Context: an optimization exercise on an open-source flow, tuned for small area, a short achievable clock period and few clock cycles per item. The choices shown serve that exercise and are no tape-out recipe.
Function was not checked in any run shown here: the RTL went through the layout flow alone.
Power figures rest on the tool's default switching activity, not on a simulated workload.

## flow/design.v (module list and top-level ports; edited modules follow where they fit)
// module csa_fa: 9 lines
// module csa_ha: 8 lines
// module binary_neuron: 921 lines
module binary_neuron (
    input  logic                    clk,
    input  logic                    reset,
    input  logic                    in_valid,
    output logic                    in_ready,
    input  logic [320:0]            in_req,
    output logic                    out_valid,
    input  logic                    out_ready,
    output logic [9:0]              out_sum
);
  // ...
==> flow/flow/run.sh <==
#!/bin/bash
# The standard layout (standard.sh: ORFS synthesis to final layout), with
# one change: the input and output ports are buffered with the smallest
# buffer, sky130_fd_sc_hd__buf_1, instead of the cell buffer_ports picks by
# default (clkdlybuf4s50_1).  Later repair steps may still resize them.
set -euo pipefail
export BUFFER_PORTS_ARGS="-buffer_cell sky130_fd_sc_hd__buf_1"
bash standard.sh > standard_flow.log 2>&1
==> flow/standard.sh <==
#!/bin/bash
# synth_recipe.tcl (not shown) runs the flow's synth.tcl, then flattens the netlist and writes it again
# the make line also repeats each setting of config.mk as NAME=value (left out here)
make -C /OpenROAD-flow-scripts/flow DESIGN_CONFIG=/design/flow/config.mk WORK_HOME=/design/flow/orfs CLKGATE_MAP_FILE= SYNTH_SCRIPT=/design/flow/synth_recipe.tcl "${@:-finish}"
==> flow/config.mk <==
export PLATFORM = sky130hd
export DESIGN_NAME = binary_neuron
export DESIGN_NICKNAME = binary_neuron
export VERILOG_FILES = /design/flow/design.v
export SDC_FILE = /design/flow/constraint.sdc
export NUM_CORES = 4
export LEC_CHECK = 0
export CAP_MARGIN = 20
export CORE_MARGIN = 2
export CORE_UTILIZATION = 40
export CTS_BUF_LIST = sky130_fd_sc_hd__clkbuf_8
export SLEW_MARGIN = 20
export SYNTH_HIERARCHICAL = 1
export SYNTH_MINIMUM_KEEP_SIZE = 0
==> flow/constraint.sdc <==
create_clock -name core_clock -period 6.0 [get_ports {clk}]
set_input_delay 1.2000 -clock core_clock [delete_from_list [all_inputs] [get_ports {clk}]]
set_output_delay 1.2000 -clock core_clock [all_outputs]
set_load 0.01 [all_outputs]
==> flow_summary.rst, run 1 <==
.. list-table::
   :header-rows: 1

   * - Metric
     - Value
   * - Capture point of the worst path
     - r2_g515
   * - Final hold slack
     - 0.446 ns
   * - Port-buffer cells
     - 336
   * - Placed Cells
     - 1751
   * - IO Pins
     - 337
   * - Count of non-filler cells in the finished layout
     - 1783
   * - Clock-pin slew reported for the worst setup and hold paths after clock tree synthesis
     - 0.08 ns
   * - Post-route core utilization
     - 47.8%
   * - Non-clock buffers, area share
     - 8.90%
   * - Setup slack of the critical path after layout
     - 2.83 ns
   * - Total inserted antenna cells
     - 0
   * - Maximum number of pins on one net before global-route repair
     - 21
   * - Worst hold path type
     - flip-flop to flip-flop
   * - Most numerous cell on the critical path
     - sky130_fd_sc_hd__fa_1
   * - Layout net count
     - 1968
   * - Number of max-slew violations in the final report
     - 0
   * - Biggest regs
     - q_data: 20 flops, out_sum: 10 flops, pending: 3 flops
   * - Unrepaired setup endpoints after global routing
     - false
   * - Via count of the first global-routing pass
     - 8780
   * - Total via count in the routed design
     - 8176
   * - Met2 routing resource usage after global routing
     - 38.4%
   * - Root buffer cell
     - sky130_fd_sc_hd__clkbuf_8
   * - Count of flip-flops with a built-in enable after synthesis
     - 30
   * - TritonCTS clock tree
     - built
   * - Layout area overhead
     - 17.8%
   * - Cell-by-cell listing of the critical path
     - fa_1 > fa_1 > fa_1 > fa_1 > fa_1 > ha_1
   * - Outcome
     - no timing/DRC/antenna violations
==> inputs of run 2 (changes only) <==
--- a/flow/design.v
+++ b/flow/design.v
@@ -3,24 +3,16 @@
     input  logic a,
     input  logic b,
     input  logic c,
     output logic s,
     output logic co
 );
     assign {co, s} = {1'b0, a} + {1'b0, b} + {1'b0, c};
 endmodule
-module csa_ha (
-    input  logic a,
-    input  logic b,
-    output logic s,
-    output logic co
-);
-    assign {co, s} = {1'b0, a} + {1'b0, b};
-endmodule
 `timescale 1ns/10ps
 module binary_neuron (
     input  logic                    clk,
     input  logic                    reset,
     input  logic                    in_valid,
     output logic                    in_ready,
     input  logic [320:0]            in_req,
     output logic                    out_valid,
@@ -214,18 +206,18 @@
     wire p2_61 = in_req[75] ^ (~in_req[3] & (in_req[73] | in_req[74]));
     wire q3_61 = ~(in_req[76] ^ (~in_req[3] & (in_req[73] | in_req[74] | in_req[75])));
     wire p1_62 = in_req[70] ^ (~in_req[2] & in_req[69]);
     wire p2_62 = in_req[71] ^ (~in_req[2] & (in_req[69] | in_req[70]));
     wire q3_62 = ~(in_req[72] ^ (~in_req[2] & (in_req[69] | in_req[70] | in_req[71])));
     wire p1_63 = in_req[66] ^ (~in_req[1] & in_req[65]);
     wire p2_63 = in_req[67] ^ (~in_req[1] & (in_req[65] | in_req[66]));
     wire q3_63 = ~(in_req[68] ^ (~in_req[1] & (in_req[65] | in_req[66] | in_req[67])));
-    logic r1_s57, r1_s59, r1_s61, r1_s135, r1_c58, r1_c60, r1_c62, r1_s137, r1_s139, r1_s141, r1_s143, r1_s145, r1_s147, r1_s149, r1_s229, r1_s231, r1_c138, r1_c140, r1_c142, r1_c144, r1_c146, r1_s233, r1_s235, r1_c148, r1_c150, r1_s237, r1_s239, r1_s241, r1_s243, r1_s245, r1_s247, r1_s249, r1_s341, r1_c234, r1_c236, r1_c238, r1_c240, r1_c242, r1_c244, r1_c246, r1_s343, r1_s345, r1_s347, r1_c248, r1_c250, r1_s349, r1_s351, r1_s353, r1_s355, r1_s357, r1_s359, r1_s361, r1_s405, r1_c344, r1_c346, r1_c348, r1_c350, r1_c352, r1_c354, r1_c356, r1_c358, r1_s407, r1_s409, r1_c360, r1_c362, r1_s411, r1_s413, r1_s415, r1_s417, r1_s419, r1_c404, r1_c406, r1_c408, r1_c410, r1_c412, r1_c414, r1_c416, r1_c418, r1_c420, r1_s453, r1_s455, r1_c454, r1_c456;
-    logic r2_s447, r2_c392, r2_s449, r2_c448, r2_s475, r2_c450, r2_s477, r2_s489, r2_c476, r2_s491, r2_c478, r2_c492, r2_s499, r2_c498, r2_c500, r2_g516, r2_s63, r2_g505, r2_g513, r2_g515;
+    logic r1_s147, r1_s149, r1_c64, r1_s151, r1_s153, r1_s155, r1_c148, r1_c150, r1_s237, r1_s239, r1_s241, r1_s243, r1_s245, r1_s247, r1_s249, r1_c152, r1_c154, r1_c156, r1_s251, r1_s253, r1_s255, r1_c238, r1_c240, r1_c242, r1_c244, r1_c246, r1_s343, r1_s345, r1_s347, r1_c248, r1_c250, r1_s349, r1_s351, r1_s353, r1_s355, r1_s357, r1_s359, r1_s361, r1_c252, r1_c254, r1_c256, r1_s363, r1_s405, r1_c344, r1_c346, r1_c348, r1_c350, r1_c352, r1_c354, r1_c356, r1_c358, r1_s407, r1_s409, r1_c360, r1_c362, r1_s411, r1_s413, r1_s415, r1_s417, r1_s419, r1_c364, r1_c404, r1_c406, r1_c408, r1_c410, r1_c412, r1_c414, r1_c416, r1_c418, r1_c420, r1_s453, r1_s455, r1_c454, r1_c456, r1_s63;
+    logic r2_s447, r2_c392, r2_s449, r2_c448, r2_s475, r2_c450, r2_s477, r2_s489, r2_c476, r2_s491, r2_c478, r2_c488, r2_s497, r2_c490, r2_c492, r2_c498, r2_s63, r2_s157, r2_s271, r2_s391, r2_s159;
     wire s1 = ~(in_req[317] ^ in_req[313]);
     wire c2 = in_req[317] | in_req[313];
     wire s3, c4;
     csa_fa u_s3 (.a(in_req[309]), .b(in_req[305]), .c(in_req[301]), .s(s3), .co(c4));
     wire s5, c6;
     csa_fa u_s5 (.a(in_req[297]), .b(in_req[293]), .c(in_req[289]), .s(s5), .co(c6));
     wire s7, c8;
     csa_fa u_s7 (.a(in_req[285]), .b(in_req[281]), .c(in_req[277]), .s(s7), .co(c8));
@@ -279,17 +271,17 @@
     csa_fa u_s55 (.a(s33), .b(s35), .c(s37), .s(s55), .co(c56));
     wire s57, c58;
     csa_fa u_s57 (.a(s39), .b(s41), .c(s43), .s(s57), .co(c58));
     wire s59, c60;
     csa_fa u_s59 (.a(s45), .b(s47), .c(s49), .s(s59), .co(c60));
     wire s61, c62;
     csa_fa u_s61 (.a(s51), .b(s53), .c(s55), .s(s61), .co(c62));
     wire s63, c64;
-    csa_fa u_s63 (.a(r1_s57), .b(r1_s59), .c(r1_s61), .s(s63), .co(c64));
+    csa_fa u_s63 (.a(s57), .b(s59), .c(s61), .s(s63), .co(c64));
     wire s65 = ~(in_req[0] ^ p1_0);
     wire c66 = in_req[0] | p1_0;
     wire s67, c68;
     csa_fa u_s67 (.a(p1_1), .b(p1_2), .c(p1_3), .s(s67), .co(c68));
     wire s69, c70;
     csa_fa u_s69 (.a(p1_4), .b(p1_5), .c(p1_6), .s(s69), .co(c70));
     wire s71, c72;
     csa_fa u_s71 (.a(p1_7), .b(p1_8), .c(p1_9), .s(s71), .co(c72));
@@ -367,25 +359,25 @@
     csa_fa u_s143 (.a(s111), .b(s113), .c(s115), .s(s143), .co(c144));
     wire s145, c146;
     csa_fa u_s145 (.a(s117), .b(s119), .c(s121), .s(s145), .co(c146));
     wire s147, c148;
     csa_fa u_s147 (.a(s123), .b(s125), .c(s127), .s(s147), .co(c148));
     wire s149, c150;
     csa_fa u_s149 (.a(s129), .b(s131), .c(s133), .s(s149), .co(c150));
     wire s151, c152;
-    csa_fa u_s151 (.a(r1_s135), .b(r1_c58), .c(r1_c60), .s(s151), .co(c152));
+    csa_fa u_s151 (.a(s135), .b(c58), .c(c60), .s(s151), .co(c152));
     wire s153, c154;
-    csa_fa u_s153 (.a(r1_c62), .b(r1_s137), .c(r1_s139), .s(s153), .co(c154));
+    csa_fa u_s153 (.a(c62), .b(s137), .c(s139), .s(s153), .co(c154));
     wire s155, c156;
-    csa_fa u_s155 (.a(r1_s141), .b(r1_s143), .c(r1_s145), .s(s155), .co(c156));
+    csa_fa u_s155 (.a(s141), .b(s143), .c(s145), .s(s155), .co(c156));
     wire s157, c158;
-    csa_fa u_s157 (.a(r1_s147), .b(r1_s149), .c(c64), .s(s157), .co(c158));
+    csa_fa u_s157 (.a(r1_s147), .b(r1_s149), .c(r1_c64), .s(s157), .co(c158));
     wire s159, c160;
-    csa_fa u_s159 (.a(s151), .b(s153), .c(s155), .s(s159), .co(c160));
+    csa_fa u_s159 (.a(r1_s151), .b(r1_s153), .c(r1_s155), .s(s159), .co(c160));
     wire s161 = ~(p2_0 ^ p2_1);
     wire c162 = p2_0 | p2_1;
     wire s163, c164;
     csa_fa u_s163 (.a(p2_2), .b(p2_3), .c(p2_4), .s(s163), .co(c164));
     wire s165, c166;
     csa_fa u_s165 (.a(p2_5), .b(p2_6), .c(p2_7), .s(s165), .co(c166));
     wire s167, c168;
     csa_fa u_s167 (.a(p2_8), .b(p2_9), .c(p2_10), .s(s167), .co(c168));
@@ -467,31 +459,31 @@
     csa_fa u_s243 (.a(s205), .b(s207), .c(s209), .s(s243), .co(c244));
     wire s245, c246;
     csa_fa u_s245 (.a(s211), .b(s213), .c(s215), .s(s245), .co(c246));
     wire s247, c248;
     csa_fa u_s247 (.a(s217), .b(s219), .c(s221), .s(s247), .co(c248));
     wire s249, c250;
     csa_fa u_s249 (.a(s223), .b(s225), .c(s227), .s(s249), .co(c250));
     wire s251, c252;
-    csa_fa u_s251 (.a(r1_s229), .b(r1_s231), .c(r1_c138), .s(s251), .co(c252));
+    csa_fa u_s251 (.a(s229), .b(s231), .c(c138), .s(s251), .co(c252));
     wire s253, c254;
-    csa_fa u_s253 (.a(r1_c140), .b(r1_c142), .c(r1_c144), .s(s253), .co(c254));
+    csa_fa u_s253 (.a(c140), .b(c142), .c(c144), .s(s253), .co(c254));
     wire s255, c256;
-    csa_fa u_s255 (.a(r1_c146), .b(r1_s233), .c(r1_s235), .s(s255), .co(c256));
+    csa_fa u_s255 (.a(c146), .b(s233), .c(s235), .s(s255), .co(c256));
     wire s257, c258;
     csa_fa u_s257 (.a(r1_c148), .b(r1_c150), .c(r1_s237), .s(s257), .co(c258));
     wire s259, c260;
     csa_fa u_s259 (.a(r1_s239), .b(r1_s241), .c(r1_s243), .s(s259), .co(c260));
     wire s261, c262;
     csa_fa u_s261 (.a(r1_s245), .b(r1_s247), .c(r1_s249), .s(s261), .co(c262));
     wire s263, c264;
-    csa_fa u_s263 (.a(c152), .b(c154), .c(c156), .s(s263), .co(c264));
+    csa_fa u_s263 (.a(r1_c152), .b(r1_c154), .c(r1_c156), .s(s263), .co(c264));
     wire s265, c266;
-    csa_fa u_s265 (.a(s251), .b(s253), .c(s255), .s(s265), .co(c266));
+    csa_fa u_s265 (.a(r1_s251), .b(r1_s253), .c(r1_s255), .s(s265), .co(c266));
     wire s267, c268;
     csa_fa u_s267 (.a(s257), .b(s259), .c(s261), .s(s267), .co(c268));
     wire s269, c270;
     csa_fa u_s269 (.a(c158), .b(c160), .c(s263), .s(s269), .co(c270));
     wire s271, c272;
     csa_fa u_s271 (.a(s265), .b(s267), .c(s269), .s(s271), .co(c272));
     wire s273 = ~(q3_0 ^ q3_1);
     wire c274 = q3_0 | q3_1;
@@ -579,31 +571,31 @@
     csa_fa u_s355 (.a(s317), .b(s319), .c(s321), .s(s355), .co(c356));
     wire s357, c358;
     csa_fa u_s357 (.a(s323), .b(s325), .c(s327), .s(s357), .co(c358));
     wire s359, c360;
     csa_fa u_s359 (.a(s329), .b(s331), .c(s333), .s(s359), .co(c360));
     wire s361, c362;
     csa_fa u_s361 (.a(s335), .b(s337), .c(s339), .s(s361), .co(c362));
     wire s363, c364;
-    csa_fa u_s363 (.a(r1_s341), .b(r1_c234), .c(r1_c236), .s(s363), .co(c364));
+    csa_fa u_s363 (.a(s341), .b(c234), .c(c236), .s(s363), .co(c364));
     wire s365, c366;
     csa_fa u_s365 (.a(r1_c238), .b(r1_c240), .c(r1_c242), .s(s365), .co(c366));
     wire s367, c368;
     csa_fa u_s367 (.a(r1_c244), .b(r1_c246), .c(r1_s343), .s(s367), .co(c368));
     wire s369, c370;
     csa_fa u_s369 (.a(r1_s345), .b(r1_s347), .c(r1_c248), .s(s369), .co(c370));
     wire s371, c372;
     csa_fa u_s371 (.a(r1_c250), .b(r1_s349), .c(r1_s351), .s(s371), .co(c372));
     wire s373, c374;
     csa_fa u_s373 (.a(r1_s353), .b(r1_s355), .c(r1_s357), .s(s373), .co(c374));
     wire s375, c376;
-    csa_fa u_s375 (.a(r1_s359), .b(r1_s361), .c(c252), .s(s375), .co(c376));
+    csa_fa u_s375 (.a(r1_s359), .b(r1_s361), .c(r1_c252), .s(s375), .co(c376));
     wire s377, c378;
-    csa_fa u_s377 (.a(c254), .b(c256), .c(s363), .s(s377), .co(c378));
+    csa_fa u_s377 (.a(r1_c254), .b(r1_c256), .c(r1_s363), .s(s377), .co(c378));
     wire s379, c380;
     csa_fa u_s379 (.a(c258), .b(c260), .c(s365), .s(s379), .co(c380));
     wire s381, c382;
     csa_fa u_s381 (.a(s367), .b(c262), .c(s369), .s(s381), .co(c382));
     wire s383, c384;
     csa_fa u_s383 (.a(s371), .b(s373), .c(c264), .s(s383), .co(c384));
     wire s385, c386;
     csa_fa u_s385 (.a(c266), .b(s375), .c(s377), .s(s385), .co(c386));
@@ -649,17 +641,17 @@
     csa_fa u_s425 (.a(r1_c354), .b(r1_c356), .c(r1_c358), .s(s425), .co(c426));
     wire s427, c428;
     csa_fa u_s427 (.a(r1_s407), .b(r1_s409), .c(r1_c360), .s(s427), .co(c428));
     wire s429, c430;
     csa_fa u_s429 (.a(r1_c362), .b(r1_s411), .c(r1_s413), .s(s429), .co(c430));
     wire s431, c432;
     csa_fa u_s431 (.a(r1_s415), .b(r1_s417), .c(r1_s419), .s(s431), .co(c432));
     wire s433, c434;
-    csa_fa u_s433 (.a(c364), .b(c366), .c(c368), .s(s433), .co(c434));
+    csa_fa u_s433 (.a(r1_c364), .b(c366), .c(c368), .s(s433), .co(c434));
     wire s435, c436;
     csa_fa u_s435 (.a(s421), .b(c370), .c(c372), .s(s435), .co(c436));
     wire s437, c438;
     csa_fa u_s437 (.a(c374), .b(s423), .c(s425), .s(s437), .co(c438));
     wire s439, c440;
     csa_fa u_s439 (.a(s427), .b(s429), .c(s431), .s(s439), .co(c440));
     wire s441, c442;
     csa_fa u_s441 (.a(c376), .b(c378), .c(c380), .s(s441), .co(c442));
@@ -715,49 +707,24 @@
     csa_fa u_s491 (.a(c472), .b(s487), .c(c474), .s(s491), .co(c492));
     wire s493, c494;
     csa_fa u_s493 (.a(r2_s489), .b(r2_c476), .c(r2_s491), .s(s493), .co(c494));
     wire s495, c496;
     csa_fa u_s495 (.a(r2_c478), .b(s493), .c(c480), .s(s495), .co(c496));
     wire s497 = ~(c484 ^ c486);
     wire c498 = c484 | c486;
     wire s499, c500;
-    csa_fa u_s499 (.a(c488), .b(s497), .c(c490), .s(s499), .co(c500));
+    csa_fa u_s499 (.a(r2_c488), .b(r2_s497), .c(r2_c490), .s(s499), .co(c500));
     wire s501, c502;
-    csa_fa u_s501 (.a(r2_c492), .b(r2_s499), .c(c494), .s(s501), .co(c502));
-    wire s503 = ~(r2_c498 ^ r2_c500);
-    wire c504 = r2_c498 | r2_c500;
-    wire g505 = s157 ^ s159;
-    wire g506 = s157 & s159;
-    wire g507 = s495 ^ c482;
-    wire g508 = s495 & c482;
-    wire g509 = s501 ^ c496;
-    wire g510 = s501 & c496;
-    wire g511 = s503 ^ c502;
-    wire g512 = s503 & c502;
-    wire g513 = s271 ^ g506;
-    wire g514 = s271 & g506;
-    wire g515 = s391 ^ g514;
-    wire g516 = s391 & g514;
-    wire g517 = s451 ^ r2_g516;
-    wire g518 = s451 & r2_g516;
-    wire g519 = s481 ^ g518;
-    wire g520 = s481 & g518;
-    wire g521 = g507 ^ g520;
-    wire g522 = g508 | (g507 & g520);
-    wire g523 = g509 ^ g522;
-    wire g524 = g510 | (g509 & g508);
-    wire g525 = g509 & g507;
-    wire g526 = g524 | (g525 & g520);
-    wire g527 = g511 ^ g526;
-    wire g528 = g512 | (g511 & g510);
-    wire g529 = g511 & g509;
-    wire g530 = g528 | (g529 & g522);
-    wire g531 = c504 ^ g530;
-    wire [9:0] total = {g531, g527, g523, g521, g519, g517, r2_g515, r2_g513, r2_g505, r2_s63};
+    csa_fa u_s501 (.a(r2_c492), .b(s499), .c(c494), .s(s501), .co(c502));
+    wire s503 = ~(r2_c498 ^ c500);
+    wire c504 = r2_c498 | c500;
+    wire [9:0] row_a = {c504, s503, s501, s495, s481, s451, r2_s391, r2_s271, r2_s157, r2_s63};
+    wire [9:0] row_b = {1'b0, c502, c496, c482, 1'b0, 1'b0, 1'b0, 1'b0, r2_s159, 1'b0};
+    wire [9:0] total = row_a + row_b;
     logic         accept, pop;
     logic [2:0] pending, pending_next;
     assign accept = in_valid && in_ready;
     assign pop    = out_valid && out_ready;
     always_comb begin
         case ({accept, pop})
             2'b10:   pending_next = {pending[1:0], 1'b1};
             2'b01:   pending_next = {1'b0, pending[2:1]};
@@ -776,51 +743,37 @@
     always_ff @(posedge clk) begin
         if (reset) begin
             stage_valid <= '0;
         end else begin
             stage_valid <= {stage_valid[1:1], accept};
         end
     end
     always_ff @(posedge clk) begin
-        r1_s57 <= s57;
-        r1_s59 <= s59;
-        r1_s61 <= s61;
-        r1_s135 <= s135;
-        r1_c58 <= c58;
-        r1_c60 <= c60;
-        r1_c62 <= c62;
-        r1_s137 <= s137;
-        r1_s139 <= s139;
-        r1_s141 <= s141;
-        r1_s143 <= s143;
-        r1_s145 <= s145;
         r1_s147 <= s147;
         r1_s149 <= s149;
-        r1_s229 <= s229;
-        r1_s231 <= s231;
-        r1_c138 <= c138;
-        r1_c140 <= c140;
-        r1_c142 <= c142;
-        r1_c144 <= c144;
-        r1_c146 <= c146;
-        r1_s233 <= s233;
-        r1_s235 <= s235;
+        r1_c64 <= c64;
+        r1_s151 <= s151;
+        r1_s153 <= s153;
+        r1_s155 <= s155;
         r1_c148 <= c148;
         r1_c150 <= c150;
         r1_s237 <= s237;
         r1_s239 <= s239;
         r1_s241 <= s241;
         r1_s243 <= s243;
         r1_s245 <= s245;
         r1_s247 <= s247;
         r1_s249 <= s249;
-        r1_s341 <= s341;
-        r1_c234 <= c234;
-        r1_c236 <= c236;
+        r1_c152 <= c152;
+        r1_c154 <= c154;
+        r1_c156 <= c156;
+        r1_s251 <= s251;
+        r1_s253 <= s253;
+        r1_s255 <= s255;
         r1_c238 <= c238;
         r1_c240 <= c240;
         r1_c242 <= c242;
         r1_c244 <= c244;
         r1_c246 <= c246;
         r1_s343 <= s343;
         r1_s345 <= s345;
         r1_s347 <= s347;
@@ -828,16 +781,20 @@
         r1_c250 <= c250;
         r1_s349 <= s349;
         r1_s351 <= s351;
         r1_s353 <= s353;
         r1_s355 <= s355;
         r1_s357 <= s357;
         r1_s359 <= s359;
         r1_s361 <= s361;
+        r1_c252 <= c252;
+        r1_c254 <= c254;
+        r1_c256 <= c256;
+        r1_s363 <= s363;
         r1_s405 <= s405;
         r1_c344 <= c344;
         r1_c346 <= c346;
         r1_c348 <= c348;
         r1_c350 <= c350;
         r1_c352 <= c352;
         r1_c354 <= c354;
         r1_c356 <= c356;
@@ -846,51 +803,54 @@
         r1_s409 <= s409;
         r1_c360 <= c360;
         r1_c362 <= c362;
         r1_s411 <= s411;
         r1_s413 <= s413;
         r1_s415 <= s415;
         r1_s417 <= s417;
         r1_s419 <= s419;
+        r1_c364 <= c364;
         r1_c404 <= c404;
         r1_c406 <= c406;
         r1_c408 <= c408;
         r1_c410 <= c410;
         r1_c412 <= c412;
         r1_c414 <= c414;
         r1_c416 <= c416;
         r1_c418 <= c418;
         r1_c420 <= c420;
         r1_s453 <= s453;
         r1_s455 <= s455;
         r1_c454 <= c454;
         r1_c456 <= c456;
+        r1_s63 <= s63;
     end
     always_ff @(posedge clk) begin
         r2_s447 <= s447;
         r2_c392 <= c392;
         r2_s449 <= s449;
         r2_c448 <= c448;
         r2_s475 <= s475;
         r2_c450 <= c450;
         r2_s477 <= s477;
         r2_s489 <= s489;
         r2_c476 <= c476;
         r2_s491 <= s491;
         r2_c478 <= c478;
+        r2_c488 <= c488;
+        r2_s497 <= s497;
+        r2_c490 <= c490;
         r2_c492 <= c492;
-        r2_s499 <= s499;
         r2_c498 <= c498;
-        r2_c500 <= c500;
-        r2_g516 <= g516;
-        r2_s63 <= s63;
-        r2_g505 <= g505;
-        r2_g513 <= g513;
-        r2_g515 <= g515;
+        r2_s63 <= r1_s63;
+        r2_s157 <= s157;
+        r2_s271 <= s271;
+        r2_s391 <= s391;
+        r2_s159 <= s159;
     end
     logic [9:0]      q_data [0:1];
     logic [1:0]    q_wr, q_rd, q_occ;
     logic [9:0]      q_head;
     logic            q_empty;
     logic            result;        
     logic            head_load;     
     logic            q_push, q_pull;
==> flow/config.mk (replaced) <==
export PLATFORM = sky130hd
export DESIGN_NAME = binary_neuron
export DESIGN_NICKNAME = binary_neuron
export VERILOG_FILES = /design/flow/design.v
export SDC_FILE = /design/flow/constraint.sdc
export NUM_CORES = 4
export LEC_CHECK = 0
export CAP_MARGIN = 20
export CORE_MARGIN = 2
export CORE_UTILIZATION = 40
export SLEW_MARGIN = 20
export SYNTH_HIERARCHICAL = 1
export SYNTH_MINIMUM_KEEP_SIZE = 0
==> flow_summary.rst, run 2 <==
.. list-table::
   :header-rows: 1

   * - Metric
     - Value
   * - Wire length per cell after detailed routing
     - 17.4 um (was 16.9 um)
   * - Global-route met1 utilization
     - 24.3% (was 23.8%)
   * - Post-route setup TNS
     - 0 ns (unchanged)
   * - Crit path arrival time
     - 3.52 ns (was 3.49 ns)
   * - Crit Path Class
     - primary input to flip-flop (was flip-flop to flip-flop)
   * - Port-buffer cells
     - 336 (unchanged)
   * - Outcome
     - no timing/DRC/antenna violations (unchanged)
   * - Multi-input combinational cell area
     - 8690 um^2 (was 8670 um^2)
   * - Number of stages on the worst hold path
     - 0 (was 1)
   * - XOR/XNOR Fraction of Synth Area
     - 14.6% (was 14.2%)
   * - Starting utilization of the core area
     - 40.3% (was 40.6%)
   * - Yosys warns
     - 8 (unchanged)
   * - Root buffer cell
     - sky130_fd_sc_hd__clkbuf_16 (was sky130_fd_sc_hd__clkbuf_8)
   * - Layout net count
     - 1961 (was 1968)
   * - Cell with the largest stage delay on the worst path
     - sky130_fd_sc_hd__fa_1 (unchanged)
   * - Number of max-slew violations in the final report
     - 0 (unchanged)
   * - Wire length of the first global-routing pass
     - 47400 um (was 46600 um)
   * - Net Sw Frac
     - 42.6% (was 42.4%)
   * - Psw
     - 3370 uW (was 3380 uW)
   * - Simple logic cell fraction of the synthesized area
     - 13.9% (was 13.3%)
   * - Most frequent cells in the layout
     - sky130_fd_sc_hd__buf_1, sky130_fd_sc_hd__fa_1, sky130_fd_sc_hd__nor2_1, sky130_fd_sc_hd__xnor2_1, sky130_fd_sc_hd__dfxtp_1 (unchanged)
   * - Number of nets with antenna violations after detailed routing
     - 0 (unchanged)
   * - Sort of element at the end of the critical path
     - flip-flop (unchanged)
   * - Internal Dissipation
     - 4550 uW (was 4590 uW)
   * - Met3 usage
     - 2.67% (was 3.19%)
   * - Kind of start point of the critical path
     - primary input (was flip-flop)
   * - First DRT Iteration DRCs
     - 323 (was 229)
   * - Total via count in the routed design
     - 8273 (was 8176)
   * - Most frequently used cell type in the post-synthesis netlist
     - sky130_fd_sc_hd__fa_1 (unchanged)
   * - Area occupied by registers
     - 3060 um^2 (was 3200 um^2)
   * - Most Crowded Layer GR
     - met2 (unchanged)
   * - Post-Synthesis Cell Area
     - 11900 um^2 (was 12000 um^2)
   * - Buffers and inverters on the worst path
     - 1 (was 0)
   * - IO Pins
     - 337 (unchanged)
   * - Net count after synthesis
     - 1611 (was 1618)
   * - Post-route core utilization
     - 48.1% (was 47.8%)
   * - Number of vias per cell after detailed routing
     - 4.65 (was 4.59)
   * - Adder and majority gate portion of the synthesized area
     - 42.6% (about the same)
   * - Number of flip-flops under the largest register name
     - 20 (unchanged)
   * - Most numerous cell on the critical path
     - sky130_fd_sc_hd__fa_1 (unchanged)
   * - Core Region
     - 29500 um^2 (was 29600 um^2)
   * - Layout area overhead
     - 19.2% (was 17.8%)
   * - Mapped Avg Cell Area
     - 11.6 um^2 (was 11.7 um^2)
   * - Die ar.
     - 31100 um^2 (was 31500 um^2)
   * - Dominant register cell in the synthesized netlist
     - sky130_fd_sc_hd__dfxtp_1 (unchanged)
   * - Hold violation count in the final report
     - 0 (unchanged)
   * - Max capacitance violation total
     - 0 (unchanged)
   * - Via count of the first global-routing pass
     - 8998 (was 8780)
   * - Final Cycle Share
     - 53.7% (was 52.9%)
   * - Leading cell type in the layout, fill and taps excluded
     - sky130_fd_sc_hd__buf_1 (unchanged)
   * - Required arrival time at the worst endpoint
     - 6.29 ns (was 6.32 ns)
   * - Post-CTS setup buffer count
     - 0 (unchanged)
   * - Total DRC errors in the routed layout
     - 0 (unchanged)
   * - Die Height
     - 176 um (was 177 um)
   * - Transition time at the pin with the least slew margin
     - 0.968 ns (was 0.964 ns)
   * - Post-Route WL
     - 31000 um (was 30100 um)
   * - Worst hold path type
     - flip-flop to flip-flop (unchanged)
   * - Die W
     - 176 um (was 177 um)
   * - Synthesized netlist cell count
     - 1027 (was 1030)
   * - Post-synthesis register bit count
     - 138 (was 145)
   * - Depth of the worst register-to-register path
     - 7 (was 6)
   * - Worst path depth
     - 5 (was 6)
   * - Num CTS Buffers
     - 17 (unchanged)
   * - Count of flip-flops with a built-in enable after synthesis
     - 30 (unchanged)
   * - Fraction of final layout cells sized beyond drive strength 1
     - 2.52% (was 2.58%)
   * - Combinational Power Share
     - 63.2% (was 64.8%)
   * - Drt pass-1 iters
     - 4 (unchanged)
   * - Longest Clk Path Bufs
     - 2 (unchanged)
   * - Count of instances resized after the clock tree is built
     - 0 (unchanged)
   * - Worst VDD drop
     - 0.411 mV (was 0.488 mV)
   * - Maximum number of pins on one net before global-route repair
     - 17 (was 21)
   * - Share of the synthesized area in the top cell type
     - 40.9% (was 40.6%)
   * - Worst max-slew margin expressed relative to the limit
     - 35.2% (was 35.5%)
   * - Met2 routing resource usage after global routing
     - 40.1% (was 38.4%)
   * - Clock latency reported for the late side of the worst-skew pair
     - 0.42 ns (was 0.44 ns)
   * - CTS hold repair buffers
     - 0 (unchanged)
   * - TritonCTS clock tree
     - built (unchanged)
   * - Number of library cell types mapped by synthesis
     - 34 (was 31)
   * - # rows
     - 63 (unchanged)
   * - Unrepaired setup endpoints after global routing
     - false (unchanged)
   * - Setup-violating endpoint count in the final report
     - 0 (unchanged)
   * - Largest reg by FF count
     - q_data (unchanged)
   * - Residual overflow from global routing
     - 0 (unchanged)
   * - Sequential Power Share
     - 24.5% (was 25.1%)
   * - Dominant combinational cell family by area after synthesis
     - adder cells (unchanged)
   * - Placed Cells
     - 1748 (was 1751)
   * - Post-layout min period
     - 3.22 ns (was 3.17 ns)
   * - Commonest cells in the synthesized netlist
     - sky130_fd_sc_hd__fa_1, sky130_fd_sc_hd__nor2_1, sky130_fd_sc_hd__xnor2_1, sky130_fd_sc_hd__dfxtp_1 (was sky130_fd_sc_hd__fa_1, sky130_fd_sc_hd__nor2_1, sky130_fd_sc_hd__xnor2_1, sky130_fd_sc_hd__dfxtp_1, sky130_fd_sc_hd__nor3_1)
   * - Gpl congestion
     - 0.866 (was 0.851)
   * - Worst clock skew on the final layout
     - 0.00911 ns (was 0.0102 ns)
   * - Share of cell area taken by muxes after synthesis
     - 0.168% (was 0.166%)
   * - Final total power
     - 7930 uW (was 7970 uW)
   * - Top cells by area in the synthesized netlist
     - sky130_fd_sc_hd__fa_1, sky130_fd_sc_hd__dfxtp_1, sky130_fd_sc_hd__xnor2_1, sky130_fd_sc_hd__edfxtp_1, sky130_fd_sc_hd__nor2_1 (unchanged)
   * - Reported leakage power
     - 0.00522 uW (was 0.00526 uW)
   * - Clock-pin slew reported for the worst setup and hold paths after clock tree synthesis
     - 0.06 ns (was 0.08 ns)
   * - Initial antenna violation count
     - 0 (unchanged)
   * - Yosys top cell by area
     - sky130_fd_sc_hd__fa_1 (unchanged)
   * - GRT Total Usage
     - 20.5% (was 19.9%)
   * - Max incr delay on CP
     - 0.65 ns (was 0.57 ns)
   * - H-Tree Level Count
     - 4 (unchanged)
   * - Share of synthesized registers carrying an async set or reset
     - 0% (unchanged)
   * - Max frequency
     - 310 MHz (was 315 MHz)
   * - Fillcell total
     - 2794 (was 2837)
   * - Number of clock sinks seen by CTS
     - 138 (was 145)
   * - Ratio of total power to cell area
     - 559 nW/um^2 (was 562 nW/um^2)
   * - Sequential fraction of the synthesis area
     - 25.8% (was 26.6%)
   * - Estimated wirelength of the detail-placed design
     - 28400 um (was 27700 um)
   * - Biggest regs
     - q_data: 20 flops, out_sum: 10 flops, pending: 3 flops (unchanged)
   * - Family with the most delay on the worst path
     - adder cells (unchanged)
   * - Cell-by-cell listing of the critical path
     - buf_1 > fa_1 > fa_1 > fa_1 > fa_1 (was fa_1 > fa_1 > fa_1 > fa_1 > fa_1 > ha_1)
   * - Clock power frac
     - 12.3% (was 10.1%)
   * - Count of non-filler cells in the finished layout
     - 1781 (was 1783)
   * - CP Max Fanout
     - 4 (was 1)
   * - Share of the synthesized area in compound gates (AO/OA/AOI/OAI)
     - 1.83% (was 1.85%)
[run 2: cell type report]
cell class	count	area share, %
flip-flops and latches	138	21.6
diodes	1	0.0177
inverters	30	0.794
clock inverters	13	0.839
multi-input cells	854	61.3
repair buffers	336	8.90
clock buffers	19	3.05
well taps	390	3.44
[run 2: cell families after synthesis]
group / after synthesis
simple gates: 365
xor+xnor: 198
compound gates: 30
mux: 2
buf+inv: 35
flops: 138
fa+ha+maj: 259
[run 2: modules after synthesis (local to each module, per instance)]
module         copies in the design  cells
binary_neuron                     1    784
csa_fa                          243      1
[run 2: worst paths after layout]
check	startpoint	to	slack, ns
setup / recovery	in_req[197]	r1_s63	2.78
setup reg to reg	r2_c488	out_sum[9]	3.23
hold / removal	r1_s63	r2_s63	0.37
hold reg to reg	r1_s63	r2_s63	0.37
[run 2: power by group through the flow]
stage / Sequential, uW / Combinational (uW) / Clock [uW]
final: 1940 / 5010 / 976
after detailed placement: 1960 / 5060 / 0
after global placement: 1970 / 4960 / 0
after global routing: 1980 / 5710 / 1040
after CTS: 1950 / 5090 / 992
after floorplan: 1860 / 3340 / 0
[run 2: stage by stage]
step	hold WS, ns	area (um^2)	worst slack [ns]
floorplan	0.310	11900	2.70
global placement	0.368	13600	2.34
detailed placement	0.360	13600	2.33
CTS	0.369	14200	2.77
global route	0.379	14200	2.73
finish	0.373	14200	2.78
[run 2: metal layers]
| layer | vias to the layer above | routed length [um] |
|---|---|---|
| met3 | 17 | 1080 |
| met4 | 0 | 184 |
| met2 | 203 | 17400 |
| met1 | 4085 | 12300 |
| li1 | 3968 | - |
| met5 | - | 0 |

-- static timing again, ports no longer ideal --
The results above use ideal ports. As a check the final layouts listed here were re-extracted and re-timed, cells and wires unchanged.
Step 1, drivers: a clkbuf_16 drives clk and a buf_2 each remaining input, both assumed.
Step 2 also shifts input and output timing later by t, the mid clock arrival at the registers, as if the neighbouring blocks saw the same clock.
a / b / c = ideal / step 1 / step 2; a / b = the first two.
run	shift t [ns]	setup slack, ns	cell pins on the clock port's net
run 1	0.469	2.827 / 2.827 / 2.501	1
run 2	0.456	2.775 / 2.797 / 2.342	1
After both steps every run listed still meets setup and hold. For run 2, which loses most, drivers alone change the setup slack by +0.022 ns; drivers and shift together by -0.433 ns.
